From an optimization exercise on the open Yosys and OpenROAD flow, aimed at small area; shortcuts taken in it are not production practice. The RTL was checked by simulation tests, not by an equivalence proof against the original design. Power and IR drop assume default switching activity.

// instr_mem_arb
module instr_mem_arb #(
  parameter int NUM_PORTS = 4,
  parameter int DEPTH     = 64,
  parameter int DATA_W    = 32,
  parameter int ADDR_W    = 32
) (
  input  logic                        clk,
  input  logic                        reset,
  input  logic                        load_en,
  input  logic [ADDR_W-1:0]           load_addr,
  input  logic [DATA_W-1:0]           load_data,
  input  logic [NUM_PORTS-1:0]        fetch_req,
  input  logic [NUM_PORTS*ADDR_W-1:0] fetch_addr,
  output logic [NUM_PORTS-1:0]        fetch_gnt,
  output logic [NUM_PORTS-1:0]        fetch_valid,
  output logic [NUM_PORTS*DATA_W-1:0] fetch_instr,
  output logic [NUM_PORTS-1:0]        fetch_fault
);
  logic [DATA_W-1:0] mem_q [DEPTH];
  logic [1:0]  rr_q;
  logic [3:0]  valid_q, fault_q, live_q;
  logic [31:0] instr_n_q [4];
  logic [3:0] req, gnt;
  assign req = fetch_req & {4{reset & ~load_en}};
  always_comb begin
    gnt = '0;
    case (rr_q)
      2'd0: begin
        gnt[0] = req[0];
        gnt[1] = req[1] & ~req[0];
        gnt[2] = req[2] & ~req[1] & ~req[0];
        gnt[3] = req[3] & ~req[2] & ~req[1] & ~req[0];
      end
      2'd1: begin
        gnt[1] = req[1];
        gnt[2] = req[2] & ~req[1];
        gnt[3] = req[3] & ~req[2] & ~req[1];
        gnt[0] = req[0] & ~req[3] & ~req[2] & ~req[1];
      end
      2'd2: begin
        gnt[2] = req[2];
        gnt[3] = req[3] & ~req[2];
        gnt[0] = req[0] & ~req[3] & ~req[2];
        gnt[1] = req[1] & ~req[0] & ~req[3] & ~req[2];
      end
      default: begin
        gnt[3] = req[3];
        gnt[0] = req[0] & ~req[3];
        gnt[1] = req[1] & ~req[0] & ~req[3];
        gnt[2] = req[2] & ~req[1] & ~req[0] & ~req[3];
      end
    endcase
  end
  logic [3:0] pfault;
  logic [7:0] plo [4];
  logic [7:0] phi [4];
  always_comb
    for (int p = 0; p < 4; p++) begin
      pfault[p] = (|fetch_addr[p*32+8 +: 24]) | (|fetch_addr[p*32 +: 2]);
      for (int i = 0; i < 8; i++) begin
        plo[p][i] = (fetch_addr[p*32+2 +: 3] == 3'(i)) & ~pfault[p];
        phi[p][i] = (fetch_addr[p*32+5 +: 3] == 3'(i));
      end
    end
  logic [7:0]  rlo, rhi;
  logic [63:0] rsel;
  always_comb begin
    rlo = '0;
    rhi = '0;
    for (int p = 0; p < 4; p++) begin
      rlo = rlo | (plo[p] & {8{gnt[p]}});
  ...
export LEC_CHECK = 0
export CAP_MARGIN = 10
export CORE_MARGIN = 2
export CORE_UTILIZATION = 62
export CTS_BUF_LIST = sky130_fd_sc_hd__clkbuf_8
export CTS_CLUSTER_DIAMETER = 50
export CTS_CLUSTER_SIZE = 18
export PLACE_DENSITY = 0.74
export SETUP_SLACK_MARGIN = 0.25
export SLEW_MARGIN = 10
create_clock -name core_clock -period 5.5 [get_ports {clk}]
standard.sh (not shown) runs the stock make flow with config.mk's settings and CLKGATE_MAP_FILE= SYNTH_SCRIPT=/design/flow/synth_recipe.tcl, a recipe that flattens the netlist after the stock synthesis.
==> flow/flow/run.sh <==
#!/bin/bash
# Standard ORFS layout, with these changes:
#  - the standard synthesis runs with the read-port slice (rd_slice) kept as
#    a black box; flow/inline_slices.py then puts a gate-level rd_slice in
#    place of each instance, with flat names;
#  - 2:1 mux cells whose select drives two or more muxes are rewritten as
#    OR-AND cells with one shared inverted select, and nor2b cells sharing
#    an inverted input get one shared inverter (flow/remap.py);
#    registers are untouched;
#  - port buffers use the smallest buffer cell.
set -uo pipefail
R="$PWD/orfs/results/$FLOW_PLATFORM/instr_mem_arb/base"
# Synthesis; its last step (reading the netlist into a database) fails
# while rd_slice is still a black box, so only the netlist is kept.
bash standard.sh SYNTH_BLACKBOXES=rd_slice synth > synth.log 2>&1
grep -q "^module instr_mem_arb" "$R/1_2_yosys.v" || { echo "no netlist"; exit 1; }
set -e
python3 flow/remap.py "$R/1_2_yosys.v" > remap.log 2>&1
python3 flow/inline_slices.py "$R/1_2_yosys.v" > inline.log 2>&1
rm -f "$R/1_synth.odb" "$R/1_synth.sdc"
bash standard.sh SYNTH_BLACKBOXES=rd_slice "BUFFER_PORTS_ARGS=-buffer_cell sky130_fd_sc_hd__buf_1" finish > layout.log 2>&1
Other scripts of this flow, unchanged in this note and not shown: flow/flow/inline_slices.py, flow/flow/remap.py
The first run finished with max-capacitance violations, max-slew violations left.
Next try:
Settings changed: CAP_MARGIN 10 to 20, CORE_UTILIZATION 62 to 50, CTS_CLUSTER_SIZE 18 to 16, PLACE_DENSITY 0.74 to 0.62, SETUP_SLACK_MARGIN 0.25 to 0.35, SLEW_MARGIN 10 to 20.
Effect: With this change the flow finished with timing, DRC and antenna clean. Maximum frequency rose by 0.56%. Power rose by 2.6%. Sequential power stays flat. Synthesized cell count is unchanged. Die area rose by 24%.
Next try:
Settings changed: CAP_MARGIN 20 to 10, CORE_UTILIZATION 50 to 56, PLACE_DENSITY 0.62 to 0.68, SETUP_SLACK_MARGIN 0.35 to 0.25, SLEW_MARGIN 20 to 10.
What happened:
- design area goes down by 1.9%
- via count goes down by 1.3%
- fmax fell by 0.81%
- setup slack degrades by 0.043 ns
- utilization climbs by 5.7 points
- cell count went down by 3.2%

==> afterwards: timing with drivers on the ports <==
The flow's constraints put no driver on any port. The routed layouts listed below were extracted and timed again, unchanged, in two steps.
Step 1 (the two cells are an assumption about what drives the block):
set clk [get_ports {clk}]
set_driving_cell -lib_cell sky130_fd_sc_hd__clkbuf_16 $clk
set_driving_cell -lib_cell sky130_fd_sc_hd__buf_2 [delete_from_list [all_inputs] $clk]
Step 2 adds t to the input delays and takes it off the output delays; t is the mean of the earliest and latest rising clock arrival at the registers after step 1. Input paths then give back, and output paths get back, about the clock's delay inside the block.
a / b / c = ideal ports / drivers / drivers and shift; a / b = the first two.
| run | t, ns | setup slack, ns | hold slack, ns |
|---|---|---|---|
| the first run | 1.008 | 0.230 / 0.268 / -0.727 | 0.311 / 0.299 / 0.404 |
| the second run | 1.032 | 0.260 / 0.259 / -0.552 | 0.404 / 0.372 / 0.404 |
| the third run | 1.023 | 0.217 / 0.217 / -0.708 | 0.313 / 0.402 / 0.402 |
The setup slack of the first run, which loses most, moves by +0.038 ns with the drivers and by -0.957 ns with both steps.
